Source: an optimization exercise on an open RTL-to-GDS flow (aim: small area, a short achievable clock period and few clock cycles). Production flows keep margins and buffers that such runs may drop. Function was checked by simulation only, so behaviour that the tests miss may differ from the original. Power figures rest on the tool's default switching activity, not on a simulated workload.

`design/flow/config.mk`:
```
export PLATFORM = sky130hd
export DESIGN_NAME = rv_core_top
export DESIGN_NICKNAME = rv_core_top
export VERILOG_FILES = /design/flow/design.v
export SDC_FILE = /design/flow/constraint.sdc
export NUM_CORES = 4
export LEC_CHECK = 0
export CAP_MARGIN = 20
export CORE_MARGIN = 2
export CORE_UTILIZATION = 40
export SLEW_MARGIN = 20
```
`design/flow/run.sh`:
```
#!/bin/bash
# synth_recipe.tcl (not shown) runs the flow's synth.tcl, then flattens the netlist and writes it again
# the make line also repeats each setting of config.mk as NAME=value (left out here)
make -C /OpenROAD-flow-scripts/flow DESIGN_CONFIG=/design/flow/config.mk WORK_HOME=/design/flow/orfs CLKGATE_MAP_FILE= SYNTH_SCRIPT=/design/flow/synth_recipe.tcl finish
```
`design/flow/design.v`:
```
`timescale 1ns/100ps
`default_nettype none
package rv_pkg;
    localparam int XLEN       = 32;
    localparam int REG_ADDR_W = 5;
    localparam logic [XLEN-1:0] NOP_INSTR = 32'h0000_0013;  
    localparam logic [6:0] OPC_OP     = 7'b0110011;  
    localparam logic [6:0] OPC_OP_IMM = 7'b0010011;  
    localparam logic [6:0] OPC_LOAD   = 7'b0000011;  
    localparam logic [6:0] OPC_STORE  = 7'b0100011;  
    localparam logic [6:0] OPC_BRANCH = 7'b1100011;  
    typedef enum logic {
        alu_add = 1'b0,
        alu_sub = 1'b1
    } alu_op_e;
    typedef enum logic [1:0] {
        fwd_none     = 2'b00,
        fwd_from_mem = 2'b01,  
        fwd_from_wb  = 2'b10   
    } fwd_sel_e;
    typedef struct packed {
        logic [6:0]            funct7;
        logic [REG_ADDR_W-1:0] rs2;
        logic [REG_ADDR_W-1:0] rs1;
        logic [2:0]            funct3;
        logic [REG_ADDR_W-1:0] rd;
        logic [6:0]            opcode;
    } r_fmt_t;
    typedef struct packed {
        logic [11:0]           imm_11_0;
        logic [REG_ADDR_W-1:0] rs1;
        logic [2:0]            funct3;
        logic [REG_ADDR_W-1:0] rd;
        logic [6:0]            opcode;
    } i_fmt_t;
    typedef struct packed {
        logic [6:0]            imm_11_5;
        logic [REG_ADDR_W-1:0] rs2;
        logic [REG_ADDR_W-1:0] rs1;
        logic [2:0]            funct3;
        logic [4:0]            imm_4_0;
        logic [6:0]            opcode;
    } s_fmt_t;
    typedef struct packed {
        logic                  imm_12;
        logic [5:0]            imm_10_5;
        logic [REG_ADDR_W-1:0] rs2;
        logic [REG_ADDR_W-1:0] rs1;
        logic [2:0]            funct3;
        logic [3:0]            imm_4_1;
        logic                  imm_11;
        logic [6:0]            opcode;
    } b_fmt_t;
    typedef union packed {
        r_fmt_t r;
        i_fmt_t i;
        s_fmt_t s;
        b_fmt_t b;
    } instr_u;
    typedef struct packed {
        logic    reg_write;
        logic    mem_read;
        logic    mem_write;
        logic    mem_to_reg;
        logic    alu_src;    
        logic    is_branch;
        logic    branch_ne;  
        alu_op_e alu_op;
    } ctrl_t;
    typedef struct packed {
        logic [XLEN-1:0] pc;
        instr_u          instr;
    } if_id_t;
    typedef struct packed {
        logic [XLEN-1:0]       pc;
        logic [XLEN-1:0]       rs1_data;
        logic [XLEN-1:0]       rs2_data;
        logic [XLEN-1:0]       imm;
        logic [REG_ADDR_W-1:0] rs1;
        logic [REG_ADDR_W-1:0] rs2;
        logic [REG_ADDR_W-1:0] rd;
        ctrl_t                 ctrl;
    } id_ex_t;
    typedef struct packed {
        logic [XLEN-1:0]       alu_result;
        logic [XLEN-1:0]       store_data;
        logic [REG_ADDR_W-1:0] rd;
        ctrl_t                 ctrl;
    } ex_mem_t;
    typedef struct packed {
        logic [XLEN-1:0]       alu_result;
        logic [XLEN-1:0]       load_data;
        logic [REG_ADDR_W-1:0] rd;
        ctrl_t                 ctrl;
    } mem_wb_t;
    typedef struct packed {
        logic            taken;
        logic [XLEN-1:0] target;
    } redirect_t;
    typedef struct packed {
        logic                  we;
        logic [REG_ADDR_W-1:0] rd;
        logic [XLEN-1:0]       data;
    } wb_t;
    typedef struct packed {
        logic            valid;
        logic            write;
        logic [XLEN-1:0] addr;
        logic [XLEN-1:0] wdata;
    } dmem_req_t;
endpackage
`default_nettype wire
`timescale 1ns/100ps
`default_nettype none
module reg_file (
    input  logic                          clk,
    input  logic                          rst,
    input  logic [rv_pkg::REG_ADDR_W-1:0] rs1,
    input  logic [rv_pkg::REG_ADDR_W-1:0] rs2,
    input  rv_pkg::wb_t                   wb,
    output logic [rv_pkg::XLEN-1:0]       rs1_data,
    output logic [rv_pkg::XLEN-1:0]       rs2_data
);
    logic [rv_pkg::XLEN-1:0] regs [32];
    logic                    wr_live;
    assign wr_live = wb.we && (wb.rd != '0);  
    always_ff @(posedge clk or posedge rst) begin
        if (rst) begin
            for (int k = 0; k < 32; k++) begin
                regs[k] <= '0;
            end
        end else if (wr_live) begin
            regs[wb.rd] <= wb.data;
        end
    end
    assign rs1_data = (wr_live && (wb.rd == rs1)) ? wb.data : regs[rs1];
    assign rs2_data = (wr_live && (wb.rd == rs2)) ? wb.data : regs[rs2];
endmodule
`default_nettype wire
`timescale 1ns/100ps
`default_nettype none
module fetch_stage #(
    parameter logic [rv_pkg::XLEN-1:0] RESET_PC = '0
) (
    input  logic                    clk,
    input  logic                    rst,
    input  logic                    hold,
    input  logic                    squash,
    input  logic                    mem_stall,
    input  rv_pkg::redirect_t       redirect,
    output logic [rv_pkg::XLEN-1:0] imem_addr,
    input  logic [rv_pkg::XLEN-1:0] imem_data,
    output rv_pkg::if_id_t          if_id
);
    logic [rv_pkg::XLEN-1:0] pc;
    logic [rv_pkg::XLEN-1:0] pc_next;
    assign imem_addr = pc;  
    assign pc_next   = redirect.taken ? redirect.target : pc + rv_pkg::XLEN'(4);
    always_ff @(posedge clk or posedge rst) begin
        if (rst) begin
            pc <= RESET_PC;
        end else if (!mem_stall && (redirect.taken || !hold)) begin
            pc <= pc_next;
        end
    end
    always_ff @(posedge clk or posedge rst) begin
        if (rst) begin
            if_id.pc    <= RESET_PC;
            if_id.instr <= rv_pkg::NOP_INSTR;
        end else if (!mem_stall) begin
            if (squash) begin
                if_id.instr <= rv_pkg::NOP_INSTR;  
            end else if (!hold) begin
                if_id.pc    <= pc;
                if_id.instr <= imem_data;
            end
        end
    end
endmodule
`default_nettype wire
`timescale 1ns/100ps
`default_nettype none
module decode_stage (
    input  logic           clk,
    input  logic           rst,
    input  rv_pkg::if_id_t if_id,
    input  rv_pkg::wb_t    wb,
    input  logic           bubble,
    input  logic           squash,
    input  logic           mem_stall,
    output rv_pkg::id_ex_t id_ex
);
    rv_pkg::instr_u          instr;
    rv_pkg::ctrl_t           ctrl;
    logic [rv_pkg::XLEN-1:0] imm;
    logic [rv_pkg::XLEN-1:0] rs1_data;
    logic [rv_pkg::XLEN-1:0] rs2_data;
    assign instr = if_id.instr;
    reg_file i_reg_file (
        .clk      (clk),
        .rst      (rst),
        .rs1      (instr.r.rs1),
        .rs2      (instr.r.rs2),
        .wb       (wb),
        .rs1_data (rs1_data),
        .rs2_data (rs2_data)
    );
    always_comb begin
        ctrl = '0;  
        case (instr.r.opcode)
            rv_pkg::OPC_OP: begin
                ctrl.reg_write = 1'b1;
                if (instr.r.funct7[5]) begin
                    ctrl.alu_op = rv_pkg::alu_sub;
                end
            end
            rv_pkg::OPC_OP_IMM: begin
                ctrl.reg_write = 1'b1;
                ctrl.alu_src   = 1'b1;
            end
            rv_pkg::OPC_LOAD: begin
                ctrl.reg_write  = 1'b1;
                ctrl.mem_read   = 1'b1;
                ctrl.mem_to_reg = 1'b1;
                ctrl.alu_src    = 1'b1;  
            end
            rv_pkg::OPC_STORE: begin
                ctrl.mem_write = 1'b1;
                ctrl.alu_src   = 1'b1;
            end
            rv_pkg::OPC_BRANCH: begin
                ctrl.is_branch = (instr.b.funct3[2:1] == 2'b00);
                ctrl.branch_ne = instr.b.funct3[0];
            end
            default: ;
        endcase
    end
    always_comb begin
        case (instr.r.opcode)
            rv_pkg::OPC_OP_IMM, rv_pkg::OPC_LOAD:
                imm = {{20{instr.i.imm_11_0[11]}}, instr.i.imm_11_0};
            rv_pkg::OPC_STORE:
                imm = {{20{instr.s.imm_11_5[6]}}, instr.s.imm_11_5, instr.s.imm_4_0};
            rv_pkg::OPC_BRANCH:
                imm = {{19{instr.b.imm_12}}, instr.b.imm_12, instr.b.imm_11,
                       instr.b.imm_10_5, instr.b.imm_4_1, 1'b0};
            default:
                imm = '0;  
        endcase
    end
    always_ff @(posedge clk or posedge rst) begin
        if (rst) begin
            id_ex <= '0;
        end else if (!mem_stall) begin
            id_ex.pc       <= if_id.pc;
            id_ex.rs1_data <= rs1_data;
            id_ex.rs2_data <= rs2_data;
            id_ex.imm      <= imm;
            id_ex.rs1      <= instr.r.rs1;
            id_ex.rs2      <= instr.r.rs2;
            id_ex.rd       <= instr.r.rd;
            if (bubble || squash) begin
                id_ex.ctrl <= '0;
            end else begin
                id_ex.ctrl <= ctrl;
            end
        end
    end
endmodule
`default_nettype wire
`timescale 1ns/100ps
`default_nettype none
module hazard_unit (
    input  rv_pkg::if_id_t    if_id,
    input  rv_pkg::id_ex_t    id_ex,
    input  rv_pkg::ex_mem_t   ex_mem,
    input  rv_pkg::mem_wb_t   mem_wb,
    input  rv_pkg::redirect_t redirect,
    input  logic              dmem_req_valid,
    input  logic              dmem_ready,
    output rv_pkg::fwd_sel_e  fwd_a,
    output rv_pkg::fwd_sel_e  fwd_b,
    output logic              hold,
    output logic              bubble,
    output logic              squash,
    output logic              mem_stall
);
    logic load_use;
    function automatic rv_pkg::fwd_sel_e pick_source(
        input logic [rv_pkg::REG_ADDR_W-1:0] rs
    );
        if (ex_mem.ctrl.reg_write && (ex_mem.rd != '0) && (ex_mem.rd == rs)) begin
            pick_source = rv_pkg::fwd_from_mem;
        end else if (mem_wb.ctrl.reg_write && (mem_wb.rd != '0) && (mem_wb.rd == rs)) begin
            pick_source = rv_pkg::fwd_from_wb;
        end else begin
            pick_source = rv_pkg::fwd_none;
        end
    endfunction
    always_comb begin
        fwd_a = pick_source(id_ex.rs1);
        fwd_b = pick_source(id_ex.rs2);
    end
    assign load_use = id_ex.ctrl.mem_read && (id_ex.rd != '0)
                   && ((id_ex.rd == if_id.instr.r.rs1) || (id_ex.rd == if_id.instr.r.rs2));
    assign hold      = load_use;  
    assign bubble    = load_use;
    assign squash    = redirect.taken;
    assign mem_stall = dmem_req_valid && !dmem_ready;
endmodule
`default_nettype wire
`timescale 1ns/100ps
`default_nettype none
module execute_stage (
    input  logic                    clk,
    input  logic                    rst,
    input  rv_pkg::id_ex_t          id_ex,
    input  rv_pkg::fwd_sel_e        fwd_a,
    input  rv_pkg::fwd_sel_e        fwd_b,
    input  logic [rv_pkg::XLEN-1:0] fwd_mem_data,
    input  logic [rv_pkg::XLEN-1:0] fwd_wb_data,
    input  logic                    mem_stall,
    output rv_pkg::redirect_t       redirect,
    output rv_pkg::ex_mem_t         ex_mem
);
    logic [rv_pkg::XLEN-1:0] op_a;
    logic [rv_pkg::XLEN-1:0] op_b;   
    logic [rv_pkg::XLEN-1:0] alu_b;
    logic [rv_pkg::XLEN-1:0] alu_result;
    function automatic logic [rv_pkg::XLEN-1:0] operand(
        input rv_pkg::fwd_sel_e        sel,
        input logic [rv_pkg::XLEN-1:0] reg_val
    );
        case (sel)
            rv_pkg::fwd_from_mem: operand = fwd_mem_data;
            rv_pkg::fwd_from_wb:  operand = fwd_wb_data;
            default:              operand = reg_val;
        endcase
    endfunction
    always_comb begin
        op_a = operand(fwd_a, id_ex.rs1_data);
        op_b = operand(fwd_b, id_ex.rs2_data);
    end
    assign alu_b = id_ex.ctrl.alu_src ? id_ex.imm : op_b;
    always_comb begin
        case (id_ex.ctrl.alu_op)
            rv_pkg::alu_sub: alu_result = op_a - alu_b;
            default:         alu_result = op_a + alu_b;
        endcase
    end
    always_comb begin
        redirect.taken  = id_ex.ctrl.is_branch && ((op_a == op_b) != id_ex.ctrl.branch_ne);
        redirect.target = id_ex.pc + id_ex.imm;
    end
    always_ff @(posedge clk or posedge rst) begin
        if (rst) begin
            ex_mem <= '0;
        end else if (!mem_stall) begin
            ex_mem.alu_result <= alu_result;
            ex_mem.store_data <= op_b;
            ex_mem.rd         <= id_ex.rd;
            ex_mem.ctrl       <= id_ex.ctrl;
        end
    end
endmodule
`default_nettype wire
`timescale 1ns/100ps
`default_nettype none
module memory_stage (
    input  logic                    clk,
    input  logic                    rst,
    input  rv_pkg::ex_mem_t         ex_mem,
    output rv_pkg::dmem_req_t       dmem_req,
    input  logic                    dmem_ready,
    input  logic [rv_pkg::XLEN-1:0] dmem_rdata,
    output rv_pkg::mem_wb_t         mem_wb_q,
    output rv_pkg::wb_t             wb
);
    logic stall;  
    always_comb begin
        dmem_req.valid = ex_mem.ctrl.mem_read || ex_mem.ctrl.mem_write;
        dmem_req.write = ex_mem.ctrl.mem_write;
        dmem_req.addr  = ex_mem.alu_result;
        dmem_req.wdata = ex_mem.store_data;
    end
    assign stall = dmem_req.valid && !dmem_ready;
    always_ff @(posedge clk or posedge rst) begin
        if (rst) begin
            mem_wb_q <= '0;
        end else if (!stall) begin
            mem_wb_q.alu_result <= ex_mem.alu_result;
            if (ex_mem.ctrl.mem_read) begin
                mem_wb_q.load_data <= dmem_rdata;  
            end
            mem_wb_q.rd   <= ex_mem.rd;
            mem_wb_q.ctrl <= ex_mem.ctrl;
        end
    end
    always_comb begin
        wb.we   = mem_wb_q.ctrl.reg_write && !stall;  
        wb.rd   = mem_wb_q.rd;
        wb.data = mem_wb_q.ctrl.mem_to_reg ? mem_wb_q.load_data : mem_wb_q.alu_result;
    end
endmodule
`default_nettype wire
`timescale 1ns/100ps
`default_nettype none
module rv_core_top #(
    parameter logic [rv_pkg::XLEN-1:0] RESET_PC = '0
) (
    input  logic                    clk,
    input  logic                    rst,
    output logic [rv_pkg::XLEN-1:0] imem_addr,
    input  logic [rv_pkg::XLEN-1:0] imem_data,
    output logic                    dmem_valid,
    output logic                    dmem_write,
    output logic [rv_pkg::XLEN-1:0] dmem_addr,
    output logic [rv_pkg::XLEN-1:0] dmem_wdata,
    input  logic                    dmem_ready,
    input  logic [rv_pkg::XLEN-1:0] dmem_rdata
);
    rv_pkg::if_id_t    if_id;
    rv_pkg::id_ex_t    id_ex;
    rv_pkg::ex_mem_t   ex_mem;
    rv_pkg::mem_wb_t   mem_wb;
    rv_pkg::redirect_t redirect;
    rv_pkg::wb_t       wb;
    rv_pkg::dmem_req_t dmem_req;
    rv_pkg::fwd_sel_e  fwd_a;
    rv_pkg::fwd_sel_e  fwd_b;
    logic              hold;
    logic              bubble;
    logic              squash;
    logic              mem_stall;
    fetch_stage #(
        .RESET_PC (RESET_PC)
    ) i_fetch_stage (
        .clk       (clk),
        .rst       (rst),
        .hold      (hold),
        .squash    (squash),
        .mem_stall (mem_stall),
        .redirect  (redirect),
        .imem_addr (imem_addr),
        .imem_data (imem_data),
        .if_id     (if_id)
    );
    decode_stage i_decode_stage (
        .clk       (clk),
        .rst       (rst),
        .if_id     (if_id),
        .wb        (wb),
        .bubble    (bubble),
        .squash    (squash),
        .mem_stall (mem_stall),
        .id_ex     (id_ex)
    );
    hazard_unit i_hazard_unit (
        .if_id          (if_id),
        .id_ex          (id_ex),
        .ex_mem         (ex_mem),
        .mem_wb         (mem_wb),
        .redirect       (redirect),
        .dmem_req_valid (dmem_req.valid),
        .dmem_ready     (dmem_ready),
        .fwd_a          (fwd_a),
        .fwd_b          (fwd_b),
        .hold           (hold),
        .bubble         (bubble),
        .squash         (squash),
        .mem_stall      (mem_stall)
    );
    execute_stage i_execute_stage (
        .clk          (clk),
        .rst          (rst),
        .id_ex        (id_ex),
        .fwd_a        (fwd_a),
        .fwd_b        (fwd_b),
        .fwd_mem_data (ex_mem.alu_result),
        .fwd_wb_data  (wb.data),
        .mem_stall    (mem_stall),
        .redirect     (redirect),
        .ex_mem       (ex_mem)
    );
    memory_stage i_memory_stage (
        .clk        (clk),
        .rst        (rst),
        .ex_mem     (ex_mem),
        .dmem_req   (dmem_req),
        .dmem_ready (dmem_ready),
        .dmem_rdata (dmem_rdata),
        .mem_wb_q   (mem_wb),
        .wb         (wb)
    );
    assign dmem_valid = dmem_req.valid;
    assign dmem_write = dmem_req.write;
    assign dmem_addr  = dmem_req.addr;
    assign dmem_wdata = dmem_req.wdata;
endmodule
`default_nettype wire
```
`design/flow/constraint.sdc`:
```
create_clock -name core_clock -period 8.0 [get_ports {clk}]
set_input_delay 1.6000 -clock core_clock [delete_from_list [all_inputs] [get_ports {clk}]]
set_output_delay 1.6000 -clock core_clock [all_outputs]
set_load 0.01 [all_outputs]
```
==> run_results.csv <==
group,metric,value,unit
outcome,outcome,"no timing/DRC/antenna violations",
layout,syn_to_final_growth,13.4,%
power_and_ir_drop,ir_worst_vdd,0.142,mV
global_route,overflow,0,
clock_network,clock_latency,0.83,ns
sta,fin_skew,0.0391,ns
setup_path,critPathMaxFanout,34,
synthesis,synth_top_area_share,49.2,%
clock_network,cts_setup_buffers,0,
synthesis,syn-cell-area,70800,µm²
synthesis,synth_edf_count,0,
die,die_x,425,µm
layout,nFillCells,16700,
synthesis,yosys.area.top_type,"dfrtp_1",
clock_network,htree_levels,4,
setup_path,crit_required,8.70,ns
die,initial_core_util,40.2,%
sta,slew_headroom,10.1,%
setup_path,worstSetupPathType,"register to register",
global_route,grt_usage,36.2,%
sta,finalCritPeriodShare,91.5,%
setup_path,cp.arrival,8.02,ns
power_and_ir_drop,fin_total_pwr,0.0192,W
synthesis,synth_common_cells,"dfrtp_1 (1391), nor2_1 (987), a21oi_1 (934)",
layout,multi_input_area,33500,µm²
die,die_h,425,µm
global_route,antenna_found_initial,22,
synthesis,synth-seq-area-share,49.3,%
layout,nets,7604,
sta,period_needed,7.32,ns
synthesis,synth_flop_cell,"dfrtp_1",
synthesis,synth_area_per_cell,9.20,µm²
clock_network,hold_buffers,0,
global_route,grt_pass1_vias,63400,
detailed_routing,drt_iter0_markers,11800,
die,io_pins,165,
layout,drive_gt1_share,10.8,%
clock_network,cts-buffers-inserted,151,
flow_run,maxCapViolations,0,
synthesis,synth-seq-cells,1394,
clock_network,tritoncts,"built",
clock_network,root_buffer,"clkbuf_16",
setup_path,worstSetupEndpointType,"register",
synthesis,yosysWarnings,7,
sta,fin_setup_tns,0,ns
sta,setup_violations,0,
clock_network,clock_sinks,1394,
sta,slew_viol_final,0,
sta,rsz0062_at_grt,"no",
place,place_congestion,0.968,
clock_network,cts_resized,0,
clock_network,clkTransAtPathRegs,0.06,ns
sta,tightest_slew,1.34,ns
detailed_routing,drt_wl_total,336000,µm
die,fp.dieArea,180000,µm²
detailed_routing,vias,67800,
synthesis,yosysUniqueCellTypes,79,
sta,timing.fmax,137,MHz
synthesis,synth_area_leaders,"dfrtp_1 (49%), a21oi_1 (6.6%), nor2_1 (5.2%)",
synthesis,netlist_instances,7693,
place,portBuffers,164,
global_route,grt_max_degree,206,
clock_network,clock_path_buffers,3,
power_and_ir_drop,power.density,239,nW/µm²
die,rows,154,
detailed_routing,route.detailed.drc,0,
power_and_ir_drop,p_leak,34.9,nW
place,place.detailed.hpwl,196000,µm
hold_path,hold_class,"register to register",
detailed_routing,post_drt_via_cell_ratio,6.82,
layout,final-seq-area,34900,µm²
detailed_routing,wl_per_cell,33.8,µm
global_route,grt_pass1_wl,472000,µm
die,core,176000,µm²
synthesis,synthArstFlopShare,100,%
setup_path,start_kind,"register",
synthesis,synth_nets,7833,
synthesis,synth.most_common_cell,"dfrtp_1",
sta,hold_viol,0,
detailed_routing,antenna_left,0,
detailed_routing,dr.pass1.iters,10,
## path summary, 6_finish.rpt
check,from,end,slack (ns),cells past startpoint
worst max-delay path,i_memory_stage.mem_wb_q[9]$_DFFE_PP0N_,i_execute_stage.ex_mem[74]$_DFFE_PP0N_,0.68,21
worst min-delay path,i_decode_stage.i_reg_file.regs[0][27]$_DFFE_PP0P_,i_decode_stage.i_reg_file.regs[0][27]$_DFFE_PP0P_,0.41,0
worst max register to register,i_memory_stage.mem_wb_q[9]$_DFFE_PP0N_,i_execute_stage.ex_mem[74]$_DFFE_PP0N_,0.68,21
worst min register to register,i_decode_stage.i_reg_file.regs[0][27]$_DFFE_PP0P_,i_decode_stage.i_reg_file.regs[0][27]$_DFFE_PP0P_,0.41,0
max in group asynchronous,rst,i_decode_stage.id_ex[127]$_DFFE_PP0N_,4.84,4
min in group asynchronous,rst,i_decode_stage.i_reg_file.regs[31][18]$_DFFE_PP0P_,1.28,2
## registers in the layout (all words and copies together), names as in the netlist
register and cells:
i_decode_stage.i_reg_file.regs 1024, i_decode_stage.id_ex 131, i_execute_stage.ex_mem 72, i_fetch_stage.if_id 64
i_fetch_stage.pc 32, i_memory_stage.mem_wb_q 71
## metal layers
layer | global-route usage (%) | vias up | part of all wire, %
li1 | - | 27600 | -
met1 | 46.4 | 32900 | 37
met2 | 49.6 | 5442 | 40
met3 | 15.7 | 1764 | 15
met4 | 23.1 | 38 | 8.3
met5 | 0.873 | - | 0.13
## cell families (layout without fill, tap and decap cells)
kind of cell    count (synthesis)  count (layout)  share of synthesized area (%)
compound gates               2799            2799                           26.3
simple gates                 2257            2257                           13.4
flops                        1394            1394                           49.3
buf+inv                       817             705                           4.78
mux                           199             199                           3.05
xor+xnor                      154             154                           1.90
fa+ha+maj                      73              73                           1.31
other cells                     0              19                              0
## cell type report
class / instances / share of cell area [%]
clock buffer: 226 / 5.50
inverter: 34 / 0.164
timing repair buffer: 401 / 4.61
clock inverter: 44 / 0.782
tap: 2340 / 3.65
multi-input combinational: 5482 / 41.8
antenna: 19 / 0.0592
sequential: 1394 / 43.5
## critical path, cell delays in order (launching register included)
cell	delay, ns
dfrtp_1	0.67
or4_4	0.26
o211a_4	0.44
and2_2	0.90
a211oi_1	0.28
o31ai_2	0.40
nand4_1	0.32
or3_1	0.52
nor3_1	0.56
nor2_1	0.11
xnor2_1	0.15
nor2_1	0.10
a21oi_1	0.05
ha_1	0.38
nand2_1	0.09
nor3_1	0.18
a21boi_0	0.27
or4_1	0.67
a211oi_1	0.33
nor3_1	0.11
xnor2_1	0.13
mux2_2	0.26
## through the flow
step	utilization (%)	instance area, µm²	worst slack (ns)	instances	hold slack (ns)
6_report	45.6	80300	0.682	9940	0.407
5_1_grt	45.6	80200	0.202	9922	0.414
4_1_cts	45.5	80100	0.900	9917	0.408
3_5_place_dp	42.7	75000	0.909	9647	0.393
3_3_place_gp	42.6	74900	0.870	9641	0.388
2_1_floorplan	-	70800	-12.89	7693	0.438
## power by group
group          total, W  internal [W]  switching (W)  leakage (nW)
Clock           0.00730       0.00416        0.00314          2.46
Combinational   0.00364       0.00126        0.00238          13.4
Sequential      0.00827       0.00756       0.000716          19.0
## cell usage in the layout (no fill, tap or decap), types with 155 or more instances in the layout
cell / count
a21oi_1: 934
a221oi_1: 356
a22o_1: 358
a22oi_1: 322
buf_4: 216
clkbuf_16: 155
clkdlybuf4s50_1: 164
dfrtp_1: 1390
nand2_1: 812
nor2_1: 904
o21ai_0: 500
Testbench counts, summed over its fixed seeds: cycles 39,955.

[afterwards: timing with drivers on the ports]
No port has a modelled driver above. Below, the same layout with a new extraction and two added sets of constraints. Step 1, drivers: a clkbuf_16 drives clk and a buf_2 each remaining input, both assumed. Step 2 times the ports against the registers' clock, not the clock port: input delays grow and output delays shrink by t, the midpoint of the rising clock arrivals with the driver on. a / b / c = ideal / step 1 / step 2; a / b = the first two.
t, ns: 0.898
slack for setup (ns): 0.682 / 0.682 / 0.682
hold WS [ns]: 0.407 / 0.407 / 0.407
worst setup path at the end: register to register
After both steps this run still meets setup and hold. The setup slack of this run moves by 0.000 ns with the drivers and by 0.000 ns with both steps.
